What follows belongs to an exercise in optimizing a design on an open flow for small area, a short achievable clock period and few clock cycles; a production flow would make more cautious choices. At most, simulation tests tie the RTL to the original design; equivalence was not proved.

==> flow/design.v <==
`timescale 1ns / 1ps
`default_nettype none
package iap_pkg;
	localparam int CHAR_W         = 8;
	localparam int SAT_W          = 57;
	localparam int FLASH_W        = 5;
	localparam int MAX_DIGITS_DEF = 12;
	localparam logic [1:0] ST_OK        = 2'd0;
	localparam logic [1:0] ST_NO_DIGITS = 2'd1;
	localparam logic [1:0] ST_UNIT_ERR  = 2'd2;
	localparam logic [1:0] ST_OVERFLOW  = 2'd3;
endpackage
`default_nettype wire
`timescale 1ns / 1ps
`default_nettype none
module iap_mul10_add #(
	parameter int W = 57
) (
	input  wire [W-1:0] a,
	input  wire [3:0]   d,
	output wire [W-1:0] s
);
	localparam int N  = W;          
	localparam int NP = N + 1;      
	localparam int LV = (NP > 64) ? 7 : (NP > 32) ? 6 : (NP > 16) ? 5 : (NP > 8) ? 4 : 3;
	wire [2:0] xl = d[3] ? 3'b111 : d[2:0];
	wire       y0 = d[3];
	wire       ci = d[3] & d[0];
	wire [N-1:0] x = {a[W-4:0], xl};       
	wire [N-1:0] y = {a[W-2:0], y0};       
	wire [NP-1:0] g0 = {x & y, ci};
	wire [NP-1:0] p0 = {x ^ y, 1'b0};
	wire [NP-1:0] gl [LV+1];
	wire [NP-1:0] pl [LV+1];
	assign gl[0] = g0;
	assign pl[0] = p0;
	genvar l, i;
	generate
		for (l = 0; l < LV; l++) begin : g_lv
			for (i = 0; i < NP; i++) begin : g_pos
				if (((i >> l) & 1) == 1) begin : g_node
					localparam int J = ((i >> l) << l) - 1;
					assign gl[l+1][i] = gl[l][i] | (pl[l][i] & gl[l][J]);
					assign pl[l+1][i] = pl[l][i] & pl[l][J];
				end else begin : g_pass
					assign gl[l+1][i] = gl[l][i];
					assign pl[l+1][i] = pl[l][i];
				end
			end
		end
	endgenerate
	assign s = (x ^ y) ^ gl[LV][N-1:0];
endmodule
`default_nettype wire
`timescale 1ns / 1ps
`default_nettype none
import iap_pkg::*;
module invoice_amount_parser #(
	parameter int MAX_DIGITS = MAX_DIGITS_DEF
) (
	input  logic               clk,
	input  logic               arst_n,
	input  logic               in_valid,
	output logic               in_stall,
	input  logic [CHAR_W-1:0]  character,
	input  logic               last_char,
	output logic               out_valid,
	input  logic               out_stall,
	output logic [1:0]         status,
	output logic [SAT_W-1:0]   satoshis,
	output logic [FLASH_W-1:0] flash_count
);
	localparam logic [1:0] PH_SEEK  = 2'd0;
	localparam logic [1:0] PH_DIG   = 2'd1;
	localparam logic [1:0] PH_UNIT  = 2'd2;
	localparam logic [1:0] PH_DONE  = 2'd3;
	localparam logic [1:0] U_M = 2'd0;
	localparam logic [1:0] U_U = 2'd1;
	localparam logic [1:0] U_N = 2'd2;
	localparam logic [1:0] U_P = 2'd3;
	logic [1:0]  ph_q;
	logic [3:0]  cnt_q;       
	logic [3:0]  sig_q;       
	logic [1:0]  uk_q;        
	logic        ug_q;        
	logic [15:0] l_q;
	logic        accj_q;      
	logic        ended_q;     
	logic        loaded_q;    
	logic        stall_q;
	logic        g_q;         
	logic        dz_q;        
	logic [56:0] acc_q;
	logic [2:0]  k_q;         
	logic [2:0]  z_q;         
	logic        active_q;
	logic        eended_q;
	logic        ov_q;
	logic [1:0]  st_q;
	logic [4:0]  fl_q;
	logic is_dig, is_let, is_mnup;
	logic [1:0] kind;
	assign is_dig = (character >= 8'h30) && (character <= 8'h39);
	assign is_let = ((character >= 8'h61) && (character <= 8'h7a)) ||
	                ((character >= 8'h41) && (character <= 8'h5a));
	always_comb begin
		is_mnup = 1'b1;
		kind    = U_M;
		unique case (character)
			8'h6d:   kind = U_M;
			8'h75:   kind = U_U;
			8'h6e:   kind = U_N;
			8'h70:   kind = U_P;
			default: is_mnup = 1'b0;
		endcase
	end
	logic dec, pending, can_load, load, proc, fresh;
	assign dec      = ended_q || (ph_q == PH_DONE);
	assign pending  = dec && !loaded_q;
	assign can_load = !active_q && (!ov_q || !out_stall);
	assign load     = pending && can_load;
	assign proc     = in_valid && !stall_q;
	assign fresh    = ended_q && (loaded_q || load);
	logic [1:0]  ph_b, ph_n;
	logic [3:0]  cnt_b, sig_b, cnt_n;
	logic        ug_b;
	logic        in_run, take, ovf_set, unit_hit, pop;
	logic        ended_n, loaded_n;
	assign ph_b   = fresh ? PH_SEEK : ph_q;
	assign cnt_b  = fresh ? 4'd0 : cnt_q;
	assign sig_b  = fresh ? 4'd0 : sig_q;
	assign ug_b   = fresh ? 1'b0 : ug_q;
	assign in_run   = proc && is_dig && ((ph_b == PH_SEEK) || (ph_b == PH_DIG));
	assign take     = in_run && (cnt_b < 4'(MAX_DIGITS));
	assign ovf_set  = in_run && !(cnt_b < 4'(MAX_DIGITS));
	assign unit_hit = proc && is_let && ((ph_b == PH_DIG) || (ph_b == PH_UNIT));
	assign pop      = take && (cnt_b >= 4'd4);
	always_comb begin
		ph_n = ph_b;
		unique case (ph_b)
			PH_SEEK: if (is_dig) ph_n = PH_DIG;
			PH_DIG:  if (is_let) ph_n = PH_DONE; else if (!is_dig) ph_n = PH_UNIT;
			PH_UNIT: if (is_let) ph_n = PH_DONE;
			default: ph_n = PH_DONE;
		endcase
	end
	assign ended_n  = proc ? last_char : ended_q;
	assign loaded_n = (proc && fresh) ? 1'b0 : (loaded_q || load);
	assign cnt_n    = proc ? (take ? cnt_b + 4'd1 : (ovf_set ? 4'd13 : cnt_b)) : cnt_q;
	always_ff @(posedge clk or negedge arst_n) begin
		if (!arst_n) begin
			ended_q  <= 1'b1;
			loaded_q <= 1'b1;
		end else begin
			ended_q  <= ended_n;
			loaded_q <= loaded_n;
		end
	end
	logic [1:0] ph_x, uk_x;
	logic       ug_x, accj_x;
	assign ph_x   = proc ? ph_n : ph_q;
	assign ug_x   = proc ? (unit_hit ? is_mnup : ug_b) : ug_q;
	assign uk_x   = unit_hit ? kind : uk_q;
	assign accj_x = proc ? ((fresh ? 1'b0 : accj_q) || pop) : accj_q;
	always_ff @(posedge clk) begin
		ph_q   <= ph_x;
		ug_q   <= ug_x;
		cnt_q  <= cnt_n;
		accj_q <= accj_x;
		uk_q   <= uk_x;
		if (proc) begin
			if (take) begin
				sig_q <= (sig_b == 4'd0) ? {3'd0, character[3:0] != 4'd0} : sig_b + 4'd1;
			end else begin
				sig_q <= sig_b;
			end
		end
	end
	logic       shift;
	logic [2:0] occ, wpos;
	logic [2:0] k_cur;
	assign k_cur = load ? k_ld : (active_q ? k_q : 3'd0);
	assign shift = epop || pop;
	assign occ   = k_cur + ((cnt_b >= 4'd4) ? 3'd4 : cnt_b[2:0]);
	assign wpos  = shift ? occ - 3'd1 : occ;
	always_ff @(posedge clk) begin
		for (int i = 0; i < 4; i++) begin
			if (take && wpos == 3'(i)) begin
				l_q[15-4*i -: 4] <= character[3:0];
			end else if (shift) begin
				l_q[15-4*i -: 4] <= (i == 3) ? 4'd0 : l_q[11-4*i -: 4];
			end
		end
	end
	logic [1:0] st_ld;
	logic [2:0] k_ld, z_ld;
	logic [4:0] fl_ld;
	logic       ok_ld;
	function automatic logic [1:0] f_status(input logic [1:0] ph, input logic [3:0] cnt, input logic ug);
		if (ph == PH_SEEK)             f_status = ST_NO_DIGITS;
		else if (cnt == 4'd13)         f_status = ST_OVERFLOW;
		else if (ph != PH_DONE || !ug) f_status = ST_UNIT_ERR;
		else                           f_status = ST_OK;
	endfunction
	function automatic logic [2:0] f_pops(input logic ok, input logic [1:0] uk, input logic [3:0] cnt);
		logic [2:0] c;
		c = (cnt >= 4'd4) ? 3'd4 : cnt[2:0];
		if (!ok)            f_pops = 3'd0;
		else if (uk == U_N) f_pops = c - 3'd1;
		else if (uk == U_P) f_pops = 3'd0;
		else                f_pops = c;
	endfunction
	assign st_ld = f_status(ph_q, cnt_q, ug_q);
	assign ok_ld = (st_ld == ST_OK);
	assign k_ld  = f_pops(ok_ld, uk_q, cnt_q);
	always_comb begin
		z_ld  = 3'd0;
		fl_ld = 5'd1;
		if (ok_ld) begin
			unique case (uk_q)
				U_M: begin z_ld = 3'd5; if (sig_q != 4'd0) fl_ld = {1'b0, sig_q} + 5'd5; end
				U_U: begin z_ld = 3'd2; if (sig_q != 4'd0) fl_ld = {1'b0, sig_q} + 5'd2; end
				U_N: begin              if (sig_q > 4'd1)  fl_ld = {1'b0, sig_q} - 5'd1; end
				default: begin          if (sig_q > 4'd4)  fl_ld = {1'b0, sig_q} - 5'd4; end
			endcase
		end
	end
	logic        step, epop, eend_now, eended_n, fin;
	logic [2:0]  k_n, z_n;
	logic        active_n, ov_n;
	logic lpop;
	assign lpop     = load && (k_ld != 3'd0);
	assign epop     = (active_q && (k_q != 3'd0)) || lpop;
	assign step     = active_q && ((k_q != 3'd0) || (z_q != 3'd0));
	assign eend_now = proc && last_char && !ended_q && (loaded_q || load);
	assign eended_n = load ? (ended_q || eend_now) : (eended_q || eend_now);
	assign k_n      = load ? (k_ld - {2'd0, lpop}) : ((active_q && (k_q != 3'd0)) ? k_q - 3'd1 : k_q);
	assign z_n      = load ? z_ld : ((step && !epop) ? z_q - 3'd1 : z_q);
	assign fin      = (load || active_q) && (k_n == 3'd0) && (z_n == 3'd0) && eended_n;
	assign active_n = (load || active_q) && !fin;
	assign ov_n     = fin || (ov_q && out_stall);
	logic busy_n;
	assign busy_n = active_n || ov_n;
	always_ff @(posedge clk or negedge arst_n) begin
		if (!arst_n) begin
			active_q <= 1'b0;
			ov_q     <= 1'b0;
			stall_q  <= 1'b0;
		end else begin
			active_q <= active_n;
			ov_q     <= ov_n;
			stall_q  <= busy_n && !loaded_n &&
			            (ended_n || (cnt_n >= 4'd4 && cnt_n < 4'(MAX_DIGITS) && (proc ? ph_n : ph_q) == PH_DIG));
		end
	end
	logic [56:0] h_a, h_s;
	logic [3:0]  h_d;
	logic step_x, pending_x, ok_x, g_x, dz_x;
	logic [2:0] kld_x;
	assign step_x    = active_n && ((k_n != 3'd0) || (z_n != 3'd0));
	assign pending_x = (ended_n || (ph_x == PH_DONE)) && !loaded_n;
	assign ok_x      = (f_status(ph_x, cnt_n, ug_x) == ST_OK);
	assign kld_x     = f_pops(ok_x, uk_x, cnt_n);
	assign g_x       = step_x || (pending_x ? (ok_x && accj_x) : accj_x);
	assign dz_x      = step_x ? (k_n == 3'd0) : (pending_x && (kld_x == 3'd0));
	assign h_a = g_q ? acc_q : 57'd0;
	assign h_d = dz_q ? 4'd0 : l_q[15:12];
	iap_mul10_add #(.W(57)) u_h (.a(h_a), .d(h_d), .s(h_s));
	always_ff @(posedge clk or negedge arst_n) begin
		if (!arst_n) begin
			g_q  <= 1'b0;
			dz_q <= 1'b0;
		end else begin
			g_q  <= g_x;
			dz_q <= dz_x;
		end
	end
	always_ff @(posedge clk) begin
		eended_q <= eended_n;
		k_q      <= k_n;
		z_q      <= z_n;
		if (load) begin
			st_q  <= st_ld;
			fl_q  <= fl_ld;
		end
		if (step || pop || (load && ((k_ld != 3'd0) || !(ok_ld && accj_q)))) begin
			acc_q <= h_s;
		end
	end
	assign in_stall    = stall_q;
	assign out_valid   = ov_q;
	assign status      = st_q;
	assign satoshis    = acc_q;
	assign flash_count = fl_q;
endmodule
`default_nettype wire
==> flow/config.mk <==
export PLATFORM = sky130hd
export DESIGN_NAME = invoice_amount_parser
export DESIGN_NICKNAME = invoice_amount_parser
export VERILOG_FILES = /design/flow/design.v
export SDC_FILE = /design/flow/constraint.sdc
export NUM_CORES = 4
export LEC_CHECK = 0
export ABC_CLOCK_PERIOD_IN_PS = 3000
export CAP_MARGIN = 20
export CORE_MARGIN = 2
export CORE_UTILIZATION = 60
export SETUP_SLACK_MARGIN = 5
export SLEW_MARGIN = 20
==> flow/constraint.sdc <==
create_clock -name core_clock -period 9.0 [get_ports {clk}]
set_input_delay 1.8000 -clock core_clock [delete_from_list [all_inputs] [get_ports {clk}]]
set_output_delay 1.8000 -clock core_clock [all_outputs]
set_load 0.01 [all_outputs]
run.sh (not shown) runs the stock make flow with config.mk's settings and CLKGATE_MAP_FILE= SYNTH_SCRIPT=/design/flow/synth_recipe.tcl, a recipe that flattens the netlist after the stock synthesis.
==> next run, changes <==
--- a/flow/design.v
+++ b/flow/design.v
@@ -85,12 +85,15 @@
 	logic        ug_q;        
 	logic [15:0] l_q;
 	logic        accj_q;      
 	logic        ended_q;     
 	logic        loaded_q;    
 	logic        stall_q;
+	logic [1:0]  std_q;       
+	logic [2:0]  kd_q;        
+	logic [2:0]  occ_q;       
 	logic        g_q;         
 	logic        dz_q;        
 	logic [56:0] acc_q;
 	logic [2:0]  k_q;         
 	logic [2:0]  z_q;         
 	logic        active_q;
@@ -114,13 +117,13 @@
 			default: is_mnup = 1'b0;
 		endcase
 	end
 	logic dec, pending, can_load, load, proc, fresh;
 	assign dec      = ended_q || (ph_q == PH_DONE);
 	assign pending  = dec && !loaded_q;
-	assign can_load = !active_q && (!ov_q || !out_stall);
+	assign can_load = !active_q && !ov_q;
 	assign load     = pending && can_load;
 	assign proc     = in_valid && !stall_q;
 	assign fresh    = ended_q && (loaded_q || load);
 	logic [1:0]  ph_b, ph_n;
 	logic [3:0]  cnt_b, sig_b, cnt_n;
 	logic        ug_b;
@@ -174,18 +177,18 @@
 			end else begin
 				sig_q <= sig_b;
 			end
 		end
 	end
 	logic       shift;
-	logic [2:0] occ, wpos;
-	logic [2:0] k_cur;
-	assign k_cur = load ? k_ld : (active_q ? k_q : 3'd0);
+	logic [2:0] wpos;
 	assign shift = epop || pop;
-	assign occ   = k_cur + ((cnt_b >= 4'd4) ? 3'd4 : cnt_b[2:0]);
-	assign wpos  = shift ? occ - 3'd1 : occ;
+	logic [2:0] occ_cur, occ_n;
+	assign occ_cur = load ? kd_q : occ_q;
+	assign wpos    = (occ_cur == 3'd4) ? 3'd3 : occ_cur - {2'd0, epop};
+	assign occ_n   = occ_cur - {2'd0, epop} + {2'd0, take && !pop};
 	always_ff @(posedge clk) begin
 		for (int i = 0; i < 4; i++) begin
 			if (take && wpos == 3'(i)) begin
 				l_q[15-4*i -: 4] <= character[3:0];
 			end else if (shift) begin
 				l_q[15-4*i -: 4] <= (i == 3) ? 4'd0 : l_q[11-4*i -: 4];
@@ -207,15 +210,15 @@
 		c = (cnt >= 4'd4) ? 3'd4 : cnt[2:0];
 		if (!ok)            f_pops = 3'd0;
 		else if (uk == U_N) f_pops = c - 3'd1;
 		else if (uk == U_P) f_pops = 3'd0;
 		else                f_pops = c;
 	endfunction
-	assign st_ld = f_status(ph_q, cnt_q, ug_q);
-	assign ok_ld = (st_ld == ST_OK);
-	assign k_ld  = f_pops(ok_ld, uk_q, cnt_q);
+	assign st_ld = std_q;
+	assign ok_ld = (std_q == ST_OK);
+	assign k_ld  = kd_q;
 	always_comb begin
 		z_ld  = 3'd0;
 		fl_ld = 5'd1;
 		if (ok_ld) begin
 			unique case (uk_q)
 				U_M: begin z_ld = 3'd5; if (sig_q != 4'd0) fl_ld = {1'b0, sig_q} + 5'd5; end
@@ -256,29 +259,35 @@
 	logic [56:0] h_a, h_s;
 	logic [3:0]  h_d;
 	logic step_x, pending_x, ok_x, g_x, dz_x;
 	logic [2:0] kld_x;
 	assign step_x    = active_n && ((k_n != 3'd0) || (z_n != 3'd0));
 	assign pending_x = (ended_n || (ph_x == PH_DONE)) && !loaded_n;
-	assign ok_x      = (f_status(ph_x, cnt_n, ug_x) == ST_OK);
+	logic [1:0] st_x;
+	assign st_x      = f_status(ph_x, cnt_n, ug_x);
+	assign ok_x      = (st_x == ST_OK);
 	assign kld_x     = f_pops(ok_x, uk_x, cnt_n);
 	assign g_x       = step_x || (pending_x ? (ok_x && accj_x) : accj_x);
 	assign dz_x      = step_x ? (k_n == 3'd0) : (pending_x && (kld_x == 3'd0));
 	assign h_a = g_q ? acc_q : 57'd0;
 	assign h_d = dz_q ? 4'd0 : l_q[15:12];
 	iap_mul10_add #(.W(57)) u_h (.a(h_a), .d(h_d), .s(h_s));
 	always_ff @(posedge clk or negedge arst_n) begin
 		if (!arst_n) begin
 			g_q  <= 1'b0;
 			dz_q <= 1'b0;
+			occ_q <= 3'd0;
 		end else begin
 			g_q  <= g_x;
 			dz_q <= dz_x;
+			occ_q <= occ_n;
 		end
 	end
 	always_ff @(posedge clk) begin
+		std_q    <= st_x;
+		kd_q     <= kld_x;
 		eended_q <= eended_n;
 		k_q      <= k_n;
 		z_q      <= z_n;
 		if (load) begin
 			st_q  <= st_ld;
 			fl_q  <= fl_ld;
Outcome: Synthesized cell count is lower by 1.8%; sequential share of layout area increases by 1.9 points; synthesized area hardly moves; count of clock-buffer cells in the layout came out higher by 7; register-to-register slack improved by 0.03 ns; die area hardly moves; design area goes down by 0.47%; setup slack gains 0.34 ns; via count goes down by 3.9%.
Testbench counts after the change, summed over its fixed seeds: cycles 33,205.
Only the layout flow was run in the first run of this note; the RTL was not checked for function there.

[static timing again, ports no longer ideal]
How much do the figures lean on ideal ports? The routed layouts below were timed once more, with nothing changed but the port constraints. Step 1, drivers: a clkbuf_16 drives clk and a buf_2 each remaining input, both assumed. Step 2 also shifts input and output timing later by t, the mid clock arrival at the registers, as if the neighbouring blocks saw the same clock. Three values: no drivers, after step 1, after step 2; two values: the first two.
run | t, ns | setup WS [ns] | latest minus earliest clock arrival (ns) | slew at the worst register clock pin (ns) | pins driven straight from the clock port
the first run | 0.393 | 4.769 / 4.780 / 4.387 | 0.008 / 0.008 | 0.07 / 0.07 | 1
the second run | 0.451 | 5.107 / 5.125 / 4.674 | 0.008 / 0.008 | 0.06 / 0.06 | 1
After both steps every run listed still meets setup and hold. The setup slack of the second run, which loses most, moves by +0.018 ns with the drivers and by -0.433 ns with both steps.
